Background: an optimization exercise with open tools, aiming at small area, a short achievable clock period and few clock cycles per item. Do not read the settings as production practice. In this exercise RTL edits were held to simulation tests only and were not proved equivalent to the original.

[flow/design.v]
`timescale 1ns/1ns
`default_nettype none
package mdPkg;
  localparam int XLen           = 32;
  localparam int CountWidth     = 6;
  localparam int MaxRespCredits = 2;
  localparam int ReqCredits     = 1;
  typedef enum logic [2:0] {
    opMul    = 3'b000,
    opMulh   = 3'b001,
    opMulhsu = 3'b010,
    opMulhu  = 3'b011,
    opDiv    = 3'b100,
    opDivu   = 3'b101,
    opRem    = 3'b110,
    opRemu   = 3'b111
  } mdOp_t;
  typedef struct packed {
    mdOp_t           op;
    logic [XLen-1:0] lOp;
    logic [XLen-1:0] rOp;
  } mdReq_t;
  typedef struct packed {
    mdOp_t           op;
    logic [XLen-1:0] magL;
    logic [XLen-1:0] magR;
    logic            negResult;
    logic            negRem;
    logic            divByZero;
    logic            divOverflow;
  } mdOperands_t;
  typedef struct packed {
    logic [XLen-1:0] result;
    logic            divByZero;
    logic            divOverflow;
  } mdResp_t;
endpackage
`default_nettype wire
`timescale 1ns/1ns
`default_nettype none
import mdPkg::*;
module operandPrep (
  input  mdPkg::mdReq_t      req,
  output mdPkg::mdOperands_t ops
);
  logic            signedL;
  logic            signedR;
  logic            negL;
  logic            negR;
  logic [XLen-1:0] magL;
  logic [XLen-1:0] magR;
  logic            divByZero;
  logic            divOverflow;
  always_comb begin
    case (req.op)
      opMulh, opDiv, opRem: begin
        signedL = 1'b1;
        signedR = 1'b1;
      end
      opMulhsu: begin
        signedL = 1'b1;
        signedR = 1'b0;
      end
      default: begin
        signedL = 1'b0;
        signedR = 1'b0;
      end
    endcase
  end
  assign negL = signedL & req.lOp[XLen-1];
  assign negR = signedR & req.rOp[XLen-1];
  assign magL = negL ? -req.lOp : req.lOp;
  assign magR = negR ? -req.rOp : req.rOp;
  assign divByZero   = req.op[2] && (req.lOp == '0);
  assign divOverflow = req.op[2] && signedR && (req.lOp == '1) &&
                       (req.rOp == {1'b1, {(XLen-1){1'b0}}});
  assign ops.op          = req.op;
  assign ops.magL        = magL;
  assign ops.magR        = magR;
  assign ops.negResult   = negL ^ negR;
  assign ops.negRem      = negR;
  assign ops.divByZero   = divByZero;
  assign ops.divOverflow = divOverflow;
endmodule
`default_nettype wire
`timescale 1ns/1ns
`default_nettype none
import mdPkg::*;
module shiftAddMultiplier (
  input  logic                     clk,
  input  logic                     reset,
  input  logic                     startMul,
  input  logic [mdPkg::XLen-1:0]   multiplicand,
  input  logic [mdPkg::XLen-1:0]   multiplier,
  output logic                     done,
  output logic [2*mdPkg::XLen-1:0] product
);
  logic [CountWidth-1:0] count;
  logic [XLen-1:0]       mcand;
  logic [2*XLen-1:0]     prodReg;
  logic [XLen:0]         partialSum;
  assign partialSum = {1'b0, prodReg[2*XLen-1:XLen]} +
                      (prodReg[0] ? {1'b0, mcand} : {(XLen+1){1'b0}});
  always_ff @(posedge clk) begin
    if (reset) begin
      count <= '0;
      done  <= 1'b0;
    end else begin
      done <= 1'b0;
      if (startMul) begin
        count <= CountWidth'(XLen);
      end else if (count != '0) begin
        count <= count - 1'b1;
        done  <= (count == CountWidth'(1));
      end
    end
  end
  always_ff @(posedge clk) begin
    if (startMul) begin
      mcand   <= multiplicand;
      prodReg <= {{XLen{1'b0}}, multiplier};
    end else if (count != '0) begin
      prodReg <= {partialSum, prodReg[XLen-1:1]};
    end
  end
  assign product = prodReg;
endmodule
`default_nettype wire
`timescale 1ns/1ns
`default_nettype none
import mdPkg::*;
module nonRestoringDivider (
  input  logic                   clk,
  input  logic                   reset,
  input  logic                   startDiv,
  input  logic [mdPkg::XLen-1:0] dividend,
  input  logic [mdPkg::XLen-1:0] divisor,
  output logic                   done,
  output logic [mdPkg::XLen-1:0] quotient,
  output logic [mdPkg::XLen-1:0] remainder
);
  logic [CountWidth-1:0] count;
  logic [XLen-1:0]       divisorReg;
  logic [XLen:0]         partRem;
  logic [XLen-1:0]       quotReg;
  logic [XLen:0]         shifted;
  logic [XLen:0]         nextRem;
  logic                  iterate;
  logic                  correct;
  assign iterate = (count > CountWidth'(1));
  assign correct = (count == CountWidth'(1));
  assign shifted = {partRem[XLen-1:0], quotReg[XLen-1]};
  assign nextRem = partRem[XLen] ? shifted + {1'b0, divisorReg}
                                 : shifted - {1'b0, divisorReg};
  always_ff @(posedge clk) begin
    if (reset) begin
      count <= '0;
      done  <= 1'b0;
    end else begin
      done <= 1'b0;
      if (startDiv) begin
        count <= CountWidth'(XLen + 1);
      end else if (count != '0) begin
        count <= count - 1'b1;
        done  <= correct;
      end
    end
  end
  always_ff @(posedge clk) begin
    if (startDiv) begin
      divisorReg <= divisor;
      partRem    <= '0;
      quotReg    <= dividend;
    end else if (iterate) begin
      partRem <= nextRem;
      quotReg <= {quotReg[XLen-2:0], ~nextRem[XLen]};
    end else if (correct && partRem[XLen]) begin
      partRem <= partRem + {1'b0, divisorReg};
    end
  end
  assign quotient  = quotReg;
  assign remainder = partRem[XLen-1:0];
endmodule
`default_nettype wire
`timescale 1ns/1ns
`default_nettype none
import mdPkg::*;
module resultFormat (
  input  mdPkg::mdOperands_t         ops,
  input  logic [2*mdPkg::XLen-1:0]   product,
  input  logic [mdPkg::XLen-1:0]     quotient,
  input  logic [mdPkg::XLen-1:0]     remainder,
  output mdPkg::mdResp_t             resp
);
  logic [2*XLen-1:0] signedProd;
  logic [XLen-1:0]   signedQuot;
  logic [XLen-1:0]   signedRem;
  logic [XLen-1:0]   dividendVal;
  logic [XLen-1:0]   result;
  assign signedProd = ops.negResult ? -product : product;
  assign signedQuot = ops.negResult ? -quotient : quotient;
  assign signedRem  = ops.negRem ? -remainder : remainder;
  assign dividendVal = ops.negRem ? -ops.magR : ops.magR;
  always_comb begin
    case (ops.op)
      opMul: begin
        result = signedProd[XLen-1:0];
      end
      opMulh, opMulhsu, opMulhu: begin
        result = signedProd[2*XLen-1:XLen];
      end
      opDiv, opDivu: begin
        result = signedQuot;
      end
      default: begin
        result = signedRem;
      end
    endcase
    if (ops.divByZero) begin
      result = ops.op[1] ? dividendVal : {XLen{1'b1}};
    end else if (ops.divOverflow) begin
      result = ops.op[1] ? {XLen{1'b0}} : {1'b1, {(XLen-1){1'b0}}};
    end
  end
  assign resp.result      = result;
  assign resp.divByZero   = ops.divByZero;
  assign resp.divOverflow = ops.divOverflow;
endmodule
`default_nettype wire
`timescale 1ns/1ns
`default_nettype none
import mdPkg::*;
module mdSequencer (
  input  logic           clk,
  input  logic           reset,
  input  mdPkg::mdReq_t  req,
  input  logic           reqValid,
  output logic           reqCredit,
  input  logic           respCredit,
  output logic           respValid,
  output mdPkg::mdResp_t resp,
  output mdPkg::mdReq_t  heldReq,
  output logic           startMul,
  output logic           startDiv,
  input  logic           mulDone,
  input  logic           divDone,
  input  mdPkg::mdResp_t formatted
);
  typedef enum logic [1:0] {
    idle,
    busy,
    holding,
    sending
  } seqState_t;
  seqState_t                           state;
  logic [$clog2(MaxRespCredits+1)-1:0] respCredits;
  logic [$clog2(ReqCredits+1)-1:0]     reqCreditsOut;
  logic                                accept;
  logic                                engineDone;
  logic                                grantReq;
  logic                                spendResp;
  assign accept     = (state == idle) && reqValid;
  assign engineDone = (state == busy) && (mulDone || divDone);
  assign spendResp  = (state == holding) && (respCredits != '0);
  assign grantReq = ((state == idle) || (state == sending)) && (reqCreditsOut < ReqCredits);
  always_ff @(posedge clk) begin
    if (reset) begin
      state     <= idle;
      startMul  <= 1'b0;
      startDiv  <= 1'b0;
      respValid <= 1'b0;
      reqCredit <= 1'b0;
    end else begin
      startMul  <= 1'b0;
      startDiv  <= 1'b0;
      respValid <= 1'b0;
      reqCredit <= grantReq;
      case (state)
        idle: begin
          if (accept) begin
            state    <= busy;
            startDiv <= req.op[2];
            startMul <= !req.op[2];
          end
        end
        busy: begin
          if (engineDone) state <= holding;
        end
        holding: begin
          if (spendResp) begin
            respValid <= 1'b1;
            state     <= sending;
          end
        end
        default: begin
          state <= idle;
        end
      endcase
    end
  end
  always_ff @(posedge clk) begin
    if (reset) begin
      reqCreditsOut <= '0;
      respCredits   <= '0;
    end else begin
      if (grantReq && !accept) begin
        reqCreditsOut <= reqCreditsOut + 1'b1;
      end else if (accept && !grantReq) begin
        reqCreditsOut <= reqCreditsOut - 1'b1;
      end
      if (respCredit && !spendResp && (respCredits < MaxRespCredits)) begin
        respCredits <= respCredits + 1'b1;
      end else if (spendResp && !respCredit) begin
        respCredits <= respCredits - 1'b1;
      end
    end
  end
  always_ff @(posedge clk) begin
    if (accept) heldReq <= req;
    if (engineDone) resp <= formatted;
  end
endmodule
`default_nettype wire
`timescale 1ns/1ns
`default_nettype none
import mdPkg::*;
module multDivUnit (
  input  logic        clk,
  input  logic        reset,
  input  logic [2:0]  reqOp,
  input  logic [31:0] reqLOp,
  input  logic [31:0] reqROp,
  input  logic        reqValid,
  output logic        reqCredit,
  output logic [31:0] respResult,
  output logic        respDivByZero,
  output logic        respDivOverflow,
  output logic        respValid,
  input  logic        respCredit
);
  mdPkg::mdReq_t            req;
  mdPkg::mdResp_t           resp;
  assign req             = {reqOp, reqLOp, reqROp};
  assign respResult      = resp.result;
  assign respDivByZero   = resp.divByZero;
  assign respDivOverflow = resp.divOverflow;
  mdPkg::mdReq_t            heldReq;
  mdPkg::mdOperands_t       ops;
  mdPkg::mdResp_t           formatted;
  logic              startMul;
  logic              startDiv;
  logic              mulDone;
  logic              divDone;
  logic [2*XLen-1:0] product;
  logic [XLen-1:0]   quotient;
  logic [XLen-1:0]   remainder;
  mdSequencer i_sequencer (
    .clk        (clk),
    .reset      (reset),
    .req        (req),
    .reqValid   (reqValid),
    .reqCredit  (reqCredit),
    .respCredit (respCredit),
    .respValid  (respValid),
    .resp       (resp),
    .heldReq    (heldReq),
    .startMul   (startMul),
    .startDiv   (startDiv),
    .mulDone    (mulDone),
    .divDone    (divDone),
    .formatted  (formatted)
  );
  operandPrep i_operandPrep (
    .req (heldReq),
    .ops (ops)
  );
  shiftAddMultiplier i_multiplier (
    .clk          (clk),
    .reset        (reset),
    .startMul     (startMul),
    .multiplicand (ops.magL),
    .multiplier   (ops.magR),
    .done         (mulDone),
    .product      (product)
  );
  nonRestoringDivider i_divider (
    .clk       (clk),
    .reset     (reset),
    .startDiv  (startDiv),
    .dividend  (ops.magR),
    .divisor   (ops.magL),
    .done      (divDone),
    .quotient  (quotient),
    .remainder (remainder)
  );
  resultFormat i_resultFormat (
    .ops       (ops),
    .product   (product),
    .quotient  (quotient),
    .remainder (remainder),
    .resp      (formatted)
  );
endmodule
`default_nettype wire
[flow/run.sh]
#!/bin/bash
# synth_recipe.tcl (not shown) runs the flow's synth.tcl, then flattens the netlist and writes it again
# the make line also repeats each setting of config.mk as NAME=value (left out here)
make -C /OpenROAD-flow-scripts/flow DESIGN_CONFIG=/design/flow/config.mk WORK_HOME=/design/flow/orfs CLKGATE_MAP_FILE= SYNTH_SCRIPT=/design/flow/synth_recipe.tcl finish
[flow/constraint.sdc]
create_clock -name core_clock -period 6.0 [get_ports {clk}]
set_input_delay 1.2000 -clock core_clock [delete_from_list [all_inputs] [get_ports {clk}]]
set_output_delay 1.2000 -clock core_clock [all_outputs]
set_load 0.01 [all_outputs]
[flow/config.mk]
export PLATFORM = sky130hd
export DESIGN_NAME = multDivUnit
export DESIGN_NICKNAME = multDivUnit
export VERILOG_FILES = /design/flow/design.v
export SDC_FILE = /design/flow/constraint.sdc
export NUM_CORES = 4
export LEC_CHECK = 0
export CAP_MARGIN = 20
export CORE_MARGIN = 2
export CORE_UTILIZATION = 40
export SLEW_MARGIN = 20
==> run notes <==
[routing by layer]
metal	global-route usage, %	vias to the layer above
li1	-	9541
met3	3.49	186
met5	0	-
met1	34.1	9875
met4	13.9	0
met2	41.3	808
[cell usage in the layout (no fill, tap or decap), types with 21 or more instances in the layout]
master	count
clkbuf_16	39
nor3_1	84
buf_4	25
o31ai_1	39
nor4_1	30
or3_1	23
a31oi_1	35
ha_1	113
clkdlybuf4s50_1	106
a21o_1	44
a21oi_1	272
a211oi_1	36
o21ai_0	153
nand3_1	42
nand2b_1	25
edfxtp_1	229
xor2_1	126
xnor2_1	159
dfxtp_1	86
nand4_1	21
and2_1	48
inv_1	70
nand2_1	179
nor2_1	277
[power groups by stage]
stage               combinational, W  clock (W)  sequential (W)
global route                  0.0104    0.00245         0.00472
CTS                          0.00938    0.00237         0.00458
global placement             0.00922          0         0.00461
detailed placement           0.00932          0         0.00462
finish                       0.00950    0.00233         0.00461
floorplan                    0.00695          0         0.00414
[synth_stat cells, drive strengths merged, types with 36 or more instances]
cell type / n
nor2: 277
a21oi: 272
edfxtp: 229
nand2: 179
xnor2: 164
o21ai: 158
xor2: 126
ha: 113
clkbuf: 94
dfxtp: 88
nor3: 84
inv: 71
and2: 49
a21o: 44
nand3: 44
o31ai: 39
a211oi: 36
[final cells by class]
class | count | area, um^2 | share of cell area, %
repair buffers | 131 | 1250 | 4.86
clock inverters | 22 | 216 | 0.843
flip-flops and latches | 317 | 8650 | 33.7
inverters | 71 | 267 | 1.04
clock buffers | 50 | 1040 | 4.04
multi-input cells | 2043 | 13300 | 51.9
well taps | 756 | 946 | 3.68
[kinds of logic after synthesis]
group,after synthesis,synth area share [%]
compound gates,774,21.4
xor+xnor,290,11.3
fa+ha+maj,116,6.50
buf+inv,185,3.25
flops,317,38.1
mux,19,0.878
simple gates,844,18.5
[flip-flops by register name, summed over array words and instances, names as in the netlist, 2 cells and up]
signal and flops:
i_sequencer.respCredits 2, i_sequencer.state 2, i_divider.quotReg 32, i_divider.divisorReg 32, i_sequencer.heldReq 67, i_sequencer.resp 34
i_multiplier.mcand 32, i_multiplier.prodReg 64, i_divider.partRem 33, i_divider.count 6, i_multiplier.count 6
[worst max-delay path: stages, from the launching register on]
cell and delay, ns:
edfxtp_1 0.44, nor2_1 0.23, nand4b_1 0.16, nor3_1 0.24, nand2b_1 0.12, or4_1 0.43
nor2_1 0.21, a21oi_1 0.11, xor2_1 0.15, ha_1 0.37, nand2_1 0.07, o21ai_0 0.30
o21a_1 0.17, o21ai_0 0.19, o31ai_1 0.64, a21oi_1 0.26, a31oi_1 0.36, and3_1 0.20
o21ai_0 0.09, a221oi_1 0.28
[final timing paths]
| path | start | to | depth (start not counted) |
|---|---|---|---|
| setup / recovery | i_divider.divisorReg[2]$_DFFE_PP_ | i_divider.partRem[32]$_SDFFE_PP0P_ | 19 |
| hold / removal | i_sequencer.reqCreditsOut$_SDFFE_PP0P_ | i_sequencer.reqCredit$_SDFF_PP0_ | 1 |
| setup reg to reg | i_divider.divisorReg[2]$_DFFE_PP_ | i_divider.partRem[32]$_SDFFE_PP0P_ | 19 |
| hold reg to reg | i_sequencer.reqCreditsOut$_SDFFE_PP0P_ | i_sequencer.reqCredit$_SDFF_PP0_ | 1 |
[metrics by stage]
step | worst slack, ns | instance area (um^2) | cells | utilization [%] | hold WS, ns
after global placement | 1.10 | 24400 | 3318 | 43.5 | 0.468
final | 0.871 | 25700 | 3390 | 45.7 | 0.490
after detailed placement | 0.983 | 24400 | 3318 | 43.5 | 0.475
after CTS | 0.920 | 25700 | 3390 | 45.7 | 0.499
after floorplan | 1.82 | 22700 | 2545 | - | 0.444
after global routing | 0.460 | 25700 | 3390 | 45.7 | 0.515
==> results.json <==
{
  "status": "finished clean",
  "cts.path.max_buffers": 3,
  "r2r_slack_ns": 0.87,
  "htree_levels": 2,
  "core_um2": 56200,
  "num_vias": 20400,
  "cts_sinks": 317,
  "seqPwrFrac_pct": 28.1,
  "slew_violations": 0,
  "yosys-top-cells-area": "edfxtp_1 30%, dfxtp_1 7.8%, ha_1 6.2%, xnor2_1 6.2%, a21oi_1 6.0%",
  "tns_ns": 0,
  "wirelength_um": 77900,
  "vias_per_cell": 6.02,
  "grt_overflow_total": 0,
  "wire_per_inst_um": 23.0,
  "drv_cap": 0,
  "route.met2.wl_um": 35200,
  "grt_pass1_wl_um": 118000,
  "cts-hold-fix-buffers": 0,
  "path_max_fanout": 5,
  "comb_power_share_pct": 57.8,
  "period_minus_slack_ns": 5.13,
  "power_w": 0.0164,
  "wl_met1_um": 33000,
  "io_buffers": 106,
  "area_growth_pct": 13.3,
  "syn_inst": 2545,
  "ant_nets": 0,
  "worstMarginPinSlew_ns": 0.996,
  "yosys_warnings": 5,
  "cts_setup_buffers": 0,
  "syn_area_um2": 22700,
  "skew_ns": 0.0429,
  "grt_pass1_vias": 19300,
  "power_density_nw_per_um2": 640,
  "ir_drop_mv": 0.424,
  "gp_congestion": 0.977,
  "rsz0062_at_grt": "no",
  "switching_power_w": 0.00791,
  "worstSetupEndpointType": "flop",
  "ioPinCount": 107,
  "critPathKind": "reg -> reg",
  "drtIter0Drc": 1964,
  "hold_viol": 0,
  "fillers": 5505,
  "wl_met3_um": 5180,
  "yosysTopAreaCellShare_pct": 30.3,
  "setup_viol_count_final": 0,
  "grt_max_degree": 85,
  "p_clk_share_pct": 14.2,
  "p_leak_nw": 9.39,
  "yosysSeqAreaShare_pct": 38.1,
  "slew_headroom_pct": 33.6,
  "synth_fp_nets": 2732,
  "drive_gt1_share_pct": 5.54,
  "crit_required_ns": 6.46,
  "die_y_um": 242,
  "synth_top_area_cell": "edfxtp_1",
  "clock_latency_ns": 0.59,
  "synthDistinctLibCells": 93,
  "power.internal_w": 0.00853,
  "die_x_um": 242,
  "rows": 87,
  "synth_top_flop_cell": "edfxtp_1",
  "firstDrtPassIters": 5,
  "path_clk_slew_ns": 0.06,
  "p_sw_share_pct": 48.1,
  "startpoint_type": "flop",
  "cts_made_buffers": 39,
  "avgSynthCellArea_um2": 8.90,
  "num-nets-final": 2790,
  "ys_ff_latch": 317,
  "arrival_ns": 5.59,
  "dieArea_um2": 58600,
  "antenna_found_initial": 0,
  "period_share_pct": 85.5,
  "initial_core_util_pct": 40.3,
  "dp_hpwl_um": 58800,
  "max_freq_mhz": 195,
  "synth_edf_count": 229,
  "drc_errors": 0,
  "cts_tree": "yes",
  "cts_resized": 0,
  "diodes": 0,
  "highest_layer": "met4",
  "grt_use_total_pct": 25.9,
  "hold_path_class": "reg -> reg",
  "root_buffer": "clkbuf_16",
  "synthArstFlopShare_pct": 0
}
Testbench counts, summed over its fixed seeds: cycles 123,185, ops 3,200.

-- what the ideal ports hide --
The results above use ideal ports. As a check the final layout listed here was re-extracted and re-timed, cells and wires unchanged. Step 1 (the two cells are an assumption about what drives the block):
set clk [get_ports {clk}]
set_driving_cell -lib_cell sky130_fd_sc_hd__clkbuf_16 $clk
set_driving_cell -lib_cell sky130_fd_sc_hd__buf_2 [delete_from_list [all_inputs] $clk]
Step 2 moves the port delays by t, midway between the first and last clock arrival at a register: inputs arrive t later, outputs are due t later. That takes back most of the time a late clock gives input paths. a / b / c = ideal / step 1 / step 2; a / b = the first two.
t, ns: 0.635
slack for setup (ns): 0.871 / 0.871 / 0.871
worst setup path at the end: register to register
After both steps setup and hold are still met in this run. For this run, drivers alone change the setup slack by 0.000 ns; drivers and shift together by 0.000 ns.
